Background: an optimization exercise with open tools, aiming at small area, a short achievable clock period and few clock cycles. Do not read the settings as production practice. RTL that was checked went through simulation tests only; none was proved equivalent to the original. Power and IR drop assume default switching activity.

// graph_depth_first_search_core
module graph_depth_first_search_core (
   input  wire logic                clock,
   input  wire logic                reset,
   input  wire logic                req_valid,
   output      logic                req_ready,
   input  wire logic [OP_W-1:0]     req_opcode,
   input  wire logic [VERTEX_W-1:0] req_vertex_a,
   input  wire logic [VERTEX_W-1:0] req_vertex_b,
   output      logic                rsp_valid,
   input  wire logic                rsp_ready,
   output      logic [VERTEX_W-1:0] rsp_vertex_out,
   output      logic                rsp_last_of_run,
   output      logic [STATUS_W-1:0] rsp_status,
   input  wire logic                csr_valid,
   output      logic                csr_ready,
   input  wire logic [CFG_W-1:0]    csr_vertex_count
);
For scale: ~750 flip-flops, ~37,000 um^2 of cells after synthesis.
clock: 10.0 ns
lec_check: 0
abc_area: 1
cap_margin: 20
core_margin: 2
core_utilization: 40
cts_cluster_diameter: 100
cts_cluster_size: 30
setup_slack_margin: 5
slew_margin: 20
tns_end_percent: 100
run.sh (not shown) runs the stock make flow with config.mk's settings and CLKGATE_MAP_FILE= SYNTH_SCRIPT=/design/flow/synth_recipe.tcl, a recipe that flattens the netlist after the stock synthesis.
Testbench counts at the start, summed over its fixed seeds: cycles 12,069.
Change:
--- a/flow/design.v
+++ b/flow/design.v
@@ -220,18 +220,19 @@
       end else if (add_do) begin
          half_ff <= 1'b1;
       end
    end
    logic [3:0]  dv;
    logic [7:0]  unv;
    logic [7:0]  sel;
    logic [7:0]  nbr_tgt;
    logic [7:0]  nbr_w;
+   logic [7:0]  nbr_gt1;
    logic [3:0]  w;
    logic [15:0] w_oh;
    logic        push;
    logic        w_live;
    logic        v_live;
    logic        found;
    logic [15:0] jh;            
    logic [15:0] live_rest;     
    logic [3:0]  jpos;          
@@ -253,25 +254,27 @@
          sel[k] = unv[k] && ((unv >> (k + 1)) == 8'd0);
       end
       w = '0;
       for (int k = 0; k < 8; k++) begin
          w = w | ({4{sel[k]}} & row[k*4 +: 4]);
       end
       for (int k = 0; k < 8; k++) begin
          nbr_w[k] = (row[k*4 +: 4] == w);
       end
-      for (int u = 0; u < 16; u++) begin
-         w_oh[u] = (w == 4'(u));
+      w_oh = '0;
+      for (int k = 0; k < 8; k++) begin
+         w_oh = w_oh | ({16{sel[k]}} & (16'(1) << row[k*4 +: 4]));
+         nbr_gt1[k] = d_gt1[row[k*4 +: 4]];
       end
    end
    assign push   = |unv;
    assign v_live = |(unv & ~nbr_w);
-   assign w_live = |(w_oh & d_gt1);
+   assign w_live = |(sel & nbr_gt1);
    assign found  = (cop_ff == OP_PATH) && |(sel & nbr_tgt);
    always_comb begin
       jh   = '0;
       jpos = '0;
       for (int i = 0; i < 16; i++) begin
          if (live_ff[i]) begin
             jh   = 16'(1) << i;
             jpos = 4'(i + 1);
          end
The new run completed with no timing, DRC or antenna violations.
Global-route usage rises by 0.63 points.
Fmax hardly moves.
Setup slack is about the same.
Utilization barely changes.
Die area climbs by a few percent.
Wire length is higher by a little under a tenth.
Area after synthesis came out higher by a few percent.
Cell area goes up by a few percent.
Sequential share of layout area fell by 2.8 points.
Register-to-register slack is about the same.
Non-clock buffer count came out higher by 31.
Testbench counts after the change, summed over its fixed seeds: cycles 12,069.

---

Another version of the RTL of graph_depth_first_search_core (not shown whole).
For scale: about 4,000 cells after synthesis, ~740 flip-flops, ~30 I/O pins.
==> flow/config.mk <==
export PLATFORM = sky130hd
export DESIGN_NAME = graph_depth_first_search_core
export DESIGN_NICKNAME = graph_depth_first_search_core
export VERILOG_FILES = /design/flow/design.v
export SDC_FILE = /design/flow/constraint.sdc
export NUM_CORES = 4
export LEC_CHECK = 0
export ABC_AREA = 1
export CAP_MARGIN = 20
export CORE_MARGIN = 2
export CORE_UTILIZATION = 55
export SETUP_SLACK_MARGIN = 5
export SLEW_MARGIN = 20
export TNS_END_PERCENT = 100
==> flow/constraint.sdc <==
create_clock -name core_clock -period 10.0 [get_ports {clock}]
set_input_delay 2.0000 -clock core_clock [delete_from_list [all_inputs] [get_ports {clock}]]
set_output_delay 2.0000 -clock core_clock [all_outputs]
set_load 0.01 [all_outputs]
Next try:
--- a/flow/design.v
+++ b/flow/design.v
@@ -145,24 +145,28 @@
    logic [1:0]  cop_ff;
    logic [3:0]  ca_ff;
    logic [3:0]  cb_ff;
    logic        cok_ff;        
    logic        half_ff;       
    logic [3:0]  deg_ff [16];
    logic [15:0] vis_ff;
    logic [3:0]  stk_ff [16];
    logic [15:0] live_ff;
    logic [15:0] curv_oh;       
    logic [3:0]  pend_ff;       
    logic        em_ff;
+   logic        pv_ff;
+   logic [6:0]  ptok_ff;
+   logic        pem_ff;        
+   logic [3:0]  petop_ff;
    logic [3:0]  e_ff;          
    logic [3:0]  etop_ff;       
    logic       hv_ff;
    logic       tv_ff;
    logic [6:0] h_ff;
    logic [6:0] t_ff;
    logic [15:0] wr_en;
    logic [63:0] wr_data;
    logic [31:0] row;
    gdfs_ram u_adj (
       .clock   (clock),
       .wr_en   (wr_en),
@@ -325,25 +329,25 @@
                   fin      = 1'b1;
                   eng_v    = 1'b1;
                   eng_vx   = stk_ff[0];
                   eng_last = 1'b0;
                end
             end
          end
          default: begin
             fin = 1'b1;
          end
       endcase
    end
-   assign go   = !tv_ff && !(em_ff && eng_v);
+   assign go   = !tv_ff && !pv_ff;
    assign take = go && fin && (qv_ff || req_valid);
    always_ff @(posedge clock) begin
       if (reset) begin
          est_ff <= E_IDLE;
       end else if (go && fin) begin
          est_ff <= take ? (n_walk ? E_WALK : E_ONE) : E_IDLE;
       end
    end
    always_ff @(posedge clock) begin
       if (take) begin
          cop_ff <= nop;
          ca_ff  <= na;
@@ -381,47 +385,68 @@
          stk_ff[0] <= na;
       end
       if (go && est_ff == E_WALK && push) begin
          for (int i = 1; i < 16; i++) begin
             if (jh[i-1]) begin
                stk_ff[i] <= w;
             end
          end
       end
    end
    logic       em_last;
    logic [3:0] em_vx;
-   assign em_vx   = stk_ff[e_ff];
-   assign em_last = (e_ff == etop_ff);
+   logic       found_evt;
+   assign em_vx     = stk_ff[e_ff];
+   assign em_last   = (e_ff == etop_ff);
+   assign found_evt = go && (est_ff == E_WALK) && !walk_end && push && found;
    always_ff @(posedge clock) begin
       if (reset) begin
          em_ff <= 1'b0;
+         pv_ff <= 1'b0;
       end else if (!tv_ff) begin
          if (em_ff) begin
             e_ff <= e_ff + 4'd1;
             if (em_last) begin
                em_ff <= 1'b0;
             end
-         end else if (go && est_ff == E_WALK && !walk_end && push && found) begin
+            if (go && eng_v) begin
+               pv_ff <= 1'b1;
+            end
+         end else if (pv_ff) begin
+            pv_ff <= 1'b0;
+            if (pem_ff) begin
+               em_ff   <= 1'b1;
+               e_ff    <= 4'd1;
+               etop_ff <= petop_ff;
+            end
+         end else if (found_evt) begin
             em_ff   <= 1'b1;
             e_ff    <= 4'd1;
             etop_ff <= jpos;
          end
       end
    end
+   always_ff @(posedge clock) begin
+      if (em_ff && go && eng_v) begin
+         ptok_ff  <= {eng_vx, eng_last, eng_st};
+         pem_ff   <= found_evt;
+         petop_ff <= jpos;
+      end
+   end
    logic       tok_v;
    logic [6:0] tok;
    logic       pop;
-   assign tok_v = !tv_ff && (em_ff || eng_v);
-   assign tok   = em_ff ? {em_vx, em_last, ST_OK} : {eng_vx, eng_last, eng_st};
+   assign tok_v = !tv_ff && (em_ff || pv_ff || (go && eng_v));
+   assign tok   = em_ff ? {em_vx, em_last, ST_OK} :
+                  pv_ff ? ptok_ff : {eng_vx, eng_last, eng_st};
    assign pop   = hv_ff && rsp_ready;
    always_ff @(posedge clock) begin
       if (reset) begin
          hv_ff <= 1'b0;
          tv_ff <= 1'b0;
       end else begin
          if (pop) begin
             if (tv_ff) begin
                tv_ff <= 1'b0;
             end else begin
                hv_ff <= tok_v;
             end
Hold slack gains 0.048 ns.
Power decreases by a few percent.
Worst setup slack improves by 0.12 ns.
Routed wire length fell by a few percent.
Clock skew goes down by 0.054 ns.
Final area drops by a few percent.
Via count falls slightly.
Maximum frequency went up by a few percent.
Synthesized area came out higher slightly.
Utilization fell by 2.7 points.
Testbench counts after the change, summed over its fixed seeds: cycles 12,998.
The RTL of the first run of this note was laid out without a check of its function.

-- static timing again, ports no longer ideal --
In the flow no input, the clock included, has a driving cell. The finished layouts below were timed again as built, in two steps.
Step 1 (the two cells are an assumption about what drives the block):
set clk [get_ports {clock}]
set_driving_cell -lib_cell sky130_fd_sc_hd__clkbuf_16 $clk
set_driving_cell -lib_cell sky130_fd_sc_hd__buf_2 [delete_from_list [all_inputs] $clk]
Step 2 moves the port delays by t, midway between the first and last clock arrival at a register: inputs arrive t later, outputs are due t later. That takes back most of the time a late clock gives input paths.
Three values: ideal ports, drivers, drivers and shift; two values: the first two.
| run | t, ns | slack for setup (ns) | hold WS [ns] | clock arrival spread, ns | worst slew at a driven data input, ns |
|---|---|---|---|---|---|
| the first run of note 1 | 0.678 | 5.104 / 5.104 / 4.869 | 0.424 / 0.424 / 0.424 | 0.052 / 0.051 | 0.03 |
| the second run of note 1 | 0.660 | 5.105 / 5.105 / 4.636 | 0.430 / 0.430 / 0.430 | 0.050 / 0.050 | 0.03 |
| the first run of note 2 | 0.732 | 4.972 / 4.972 / 4.972 | 0.392 / 0.392 / 0.392 | 0.081 / 0.080 | 0.03 |
| the second run of note 2 | 0.704 | 5.092 / 5.092 / 5.092 | 0.440 / 0.440 / 0.440 | 0.027 / 0.027 | 0.14 |
After both steps setup and hold are still met in every run listed. For the second run of note 1, which loses most, drivers alone change the setup slack by 0.000 ns; drivers and shift together by -0.469 ns.
